This design comes from an exercise in tuning for small area and few clock cycles on the open sky130 flow, not from production work.
Where RTL was checked, it was by simulation tests only, not by an equivalence proof against the original.
Power and IR drop assume default switching activity.

Design d_domain, start of the top module:
module d_domain (
    input  logic         ui_clk,
    input  logic         rst,
    input  logic         p2d_cmd_valid,
    output logic         p2d_cmd_ready,
    input  logic [31:0]  p2d_cmd,
    input  logic         p2d_data_valid,
    output logic         p2d_data_ready,
    input  logic [255:0] p2d_data,
    input  logic         a2d_cmd_valid,
    output logic         a2d_cmd_ready,
    input  logic [31:0]  a2d_cmd,
    input  logic         calib_done,
    input  logic         app_rdy,
    input  logic         app_wdf_rdy,
    output logic         d2p_cmd_valid,
    input  logic         d2p_cmd_ready,
    output logic [31:0]  d2p_cmd,
    output logic         d2a_cmd_valid,
    input  logic         d2a_cmd_ready,
    output logic [31:0]  d2a_cmd,
    output logic         app_en,
    output logic [2:0]   app_cmd,
    output logic [28:0]  app_addr,
    output logic         app_wdf_wren,
    output logic [255:0] app_wdf_data,
    output logic         app_wdf_end,
    output logic [31:0]  app_wdf_mask,
    output logic [1:0]   cfg_asic_mode,
    output logic [15:0]  cfg_training_epochs,
    output logic [15:0]  cfg_inference_epochs,
    output logic [1:0]   cfg_dataset,
    output logic [15:0]  cfg_timesteps,
    output logic [15:0]  cfg_input_size,
    output logic         cfg_long_streaming,
    output logic         cfg_binary_classifier,
    output logic         cfg_loser_encourage
);
export LEC_CHECK = 0
export CAP_MARGIN = 20
export CORE_AREA = 10 10 310 310
export DIE_AREA = 0 0 320 320
export SLEW_MARGIN = 20
create_clock -name core_clock -period 5.0 [get_ports {ui_clk}]
standard.sh (not shown) runs the stock make flow with config.mk's settings and CLKGATE_MAP_FILE= SYNTH_SCRIPT=/design/flow/synth_recipe.tcl, a recipe that flattens the netlist after the stock synthesis.
==> flow/flow/run.sh <==
#!/bin/bash
# Standard ORFS layout with two changes:
#  - port buffers use the smallest buffer cell (buf_1) instead of the default pick;
#  - the clock tree uses clkbuf_8 with larger sink clusters and no dummy loads.
set -euo pipefail
bash standard.sh \
  BUFFER_PORTS_ARGS="-buffer_cell sky130_fd_sc_hd__buf_1" \
  CTS_ARGS="-sink_clustering_enable -repair_clock_nets -dont_use_dummy_load -buf_list sky130_fd_sc_hd__clkbuf_8 -sink_clustering_size 12 -sink_clustering_max_diameter 100" \
  finish > make_finish.log 2>&1
Testbench counts at the start, summed over its fixed seeds: cycles 27,101.
Rerun with:
==> flow/run.sh (new file) <==
#!/bin/bash
# synth_recipe.tcl (not shown) runs the flow's synth.tcl, then flattens the netlist and writes it again
# the make line also repeats each setting of config.mk as NAME=value (left out here)
make -C /OpenROAD-flow-scripts/flow DESIGN_CONFIG=/design/flow/config.mk WORK_HOME=/design/flow/orfs CLKGATE_MAP_FILE= SYNTH_SCRIPT=/design/flow/synth_recipe.tcl finish
removed: flow/flow/run.sh
removed: flow/standard.sh
Effect: Worst setup slack improves by 0.020 ns. Sequential power barely changes. Power went up by 39%. Via count went up by 1.4%. Wire length went up by 3.1%.

========
== alpha ==
Another version of the RTL of d_domain (not shown whole).
Size: ~1400 cells after synthesis, about 480 flip-flops, ~790 I/O pins, about 0.016 mm² of cells after synthesis.
export LEC_CHECK = 0
export CAP_MARGIN = 20
export CORE_AREA = 5 5 285 285
export DIE_AREA = 0 0 290 290
export PLACE_DENSITY = 0.35
export SLEW_MARGIN = 20
create_clock -name core_clock -period 5.0 [get_ports {ui_clk}]
==> flow/flow/run.sh <==
#!/bin/bash
# Standard ORFS layout (the standard.sh) with these changes:
#  - synthesis is the standard flow's own script, except that abc maps with the
#    area-oriented script flow/abc_area.script instead of ORFS's speed script
#    (registers are mapped before abc, so they are the standard ones);
#  - port buffers use the smallest buffer cell (buf_1);
#  - the clock tree uses clkbuf_4 with small sink clusters and no dummy loads;
#  - constant outputs keep the synthesized tie cells (no tie-per-pin repair).
# Each ORFS step writes its full log under orfs/logs/; make's output goes to
# make_finish.log.
set -euo pipefail
HERE=$(pwd)
{
  echo "proc abc {args} {"
  echo "  set i [lsearch -exact \$args -script]"
  echo "  if {\$i >= 0} { lset args [expr {\$i + 1}] $HERE/flow/abc_area.script }"
  echo "  puts \"abc with script $HERE/flow/abc_area.script\""
  echo "  yosys abc {*}\$args"
  echo "}"
  cat synth_recipe.tcl
} > flow_synth.tcl
bash standard.sh \
  SYNTH_SCRIPT="$HERE/flow_synth.tcl" \
  BUFFER_PORTS_ARGS="-buffer_cell sky130_fd_sc_hd__buf_1" \
  CTS_ARGS="-sink_clustering_enable -repair_clock_nets -dont_use_dummy_load -buf_list sky130_fd_sc_hd__clkbuf_4 -sink_clustering_size 8 -sink_clustering_max_diameter 60" \
  SKIP_REPAIR_TIE_FANOUT=1 \
  finish > make_finish.log 2>&1
==> flow/flow/abc_area.script <==
strash
dc2
balance
rewrite -z
refactor -z
rewrite -z
dch -f
amap
topo
alpha went all the way through the flow, and no timing, DRC or antenna check failed.
Testbench counts of alpha, summed over its fixed seeds: cycles 27,041.
The inputs of beta differ from those of alpha as listed below.
-- flow/config.mk --
<<< alpha, line 8
export CAP_MARGIN = 20
export CORE_AREA = 5 5 285 285
export DIE_AREA = 0 0 290 290
export PLACE_DENSITY = 0.35
>>> beta, line 8
export CAP_MARGIN = 20
export CORE_AREA = 10 10 310 310
export DIE_AREA = 0 0 320 320
export PLACE_DENSITY = 0.35
## What came out
- Between beta and alpha, the difference in routability congestion estimate is negligible.
- beta vs. alpha: routed wire length went up about 6%; clock power went up about 3%; total met3 wirelength after detailed routing went up 13%.

========
Setup of job 9131:
Another version of the RTL of d_domain (not shown whole).
Size in the first run: roughly 470 flip-flops, about 790 I/O pins.
export LEC_CHECK = 0
export CAP_MARGIN = 20
export CORE_AREA = 10 10 310 310
export DIE_AREA = 0 0 320 320
export PLACE_DENSITY = 0.8
export SLEW_MARGIN = 20
create_clock -name core_clock -period 5.0 [get_ports {ui_clk}]
Scripts as last shown in full above: flow/flow/run.sh, flow/flow/abc_area.script
Edits applied to the flow inputs when going from job 9131 to job 3828:
- swapping 0.8 for 0.35 in PLACE_DENSITY
==> results.txt <==
Having completed the whole flow, job 3828 delivered a layout that passed the timing, DRC and antenna checks.
Diff job 3828..job 9131 | clock latency reported for the late side of the worst-skew pair | negligible
Against job 9131, post-detailed-route wirelength per cell in job 3828 fell by a little under 10%.
Of job 3828 and job 9131, it is job 3828 that has the lower layout overhead on the synthesized area.
In the reports for job 3828 and job 9131, the larger wire length on met3 belongs to job 9131.
Portion of total power attributed to combinational logic down 0.8 points in job 3828 wrt job 9131
Total met2 wirelength after detailed routing sits lower in job 3828 than in job 9131.
Sequential share of layout area is higher on job 3828
Job 9131 → job 3828: delay contributed by the slowest stage of the critical path roughly the same; power density of the placed cells higher; routed length on met1 lower; data arrival at the endpoint of the critical path higher.
#### Input delta (job 7086 over job 3828)
- PLACE_DENSITY no longer set, was 0.35
## What came out
On final critical-path setup slack, job 7086 does worse than job 3828.
Changes observed in job 7086 relative to job 3828: fmax now sits lower, simple logic cell fraction of the synthesized area now sits at about the same level, final standard cell utilization of the core now sits higher, layout clock buffer count now sits higher, clock network fraction of design power now sits lower.
Power of job 7086 exceeds that of job 3828 slightly.
--- input diff job 7086..job 2025 ---
- setting PLACE_DENSITY to 0.2 for the first time
Results
Taking job 7086 as the reference, in job 2025 total power consumption of the routed design rose 90 uW, critical path depth saw an increase, share of the clock period used by the worst path after layout went down.
Going from job 7086 to job 2025, clock-buffer cell count moved down, final instance area saw little to no change, utilization shows no meaningful change.
Relative to job 7086, data arrival at the endpoint of the critical path decreased by 0.02 ns in job 2025.
Comparing job 2025 and job 7086, the higher delay of the slowest cell on the worst path is on job 7086.
In job 2025 the worst supply voltage drop on vdd turned out 29% lower than in job 7086.
Higher number of cells traversed by the worst register-to-register path goes to job 7086 over job 2025.
No functional check of the RTL was part of any run of this note.

==> re-timing with driven ports <==
Ports are ideal in the flow. The routed layouts listed here were re-timed in OpenROAD. Step 1, drivers: a clkbuf_16 drives ui_clk and a buf_2 each remaining input, both assumed. Step 2 moves the port delays by t, midway between the first and last clock arrival at a register: inputs arrive t later, outputs are due t later. That takes back most of the time a late clock gives input paths. a / b / c = no drivers / after step 1 / after step 2; a / b = the first two.
run | t, ns | setup WS [ns] | worst setup path at the end
the first run of note 1 | 0.679 | 0.737 / 0.690 / 1.217 | input to register
the second run of note 1 | 0.668 | 0.757 / 0.707 / 1.193 | input to register
alpha | 0.817 | 0.363 / 0.363 / 0.363 | register to register
beta | 0.911 | 0.442 / 0.442 / 0.442 | register to register
job 9131 | 0.878 | 0.258 / 0.200 / 0.925 | register to register
job 3828 | 0.887 | 0.236 / 0.175 / 0.590 | register to register
job 7086 | 0.847 | 0.220 / 0.161 / 0.764 | register to register
job 2025 | 0.892 | 0.245 / 0.177 / 0.687 | register to register
After both steps setup and hold are still met in every run listed.
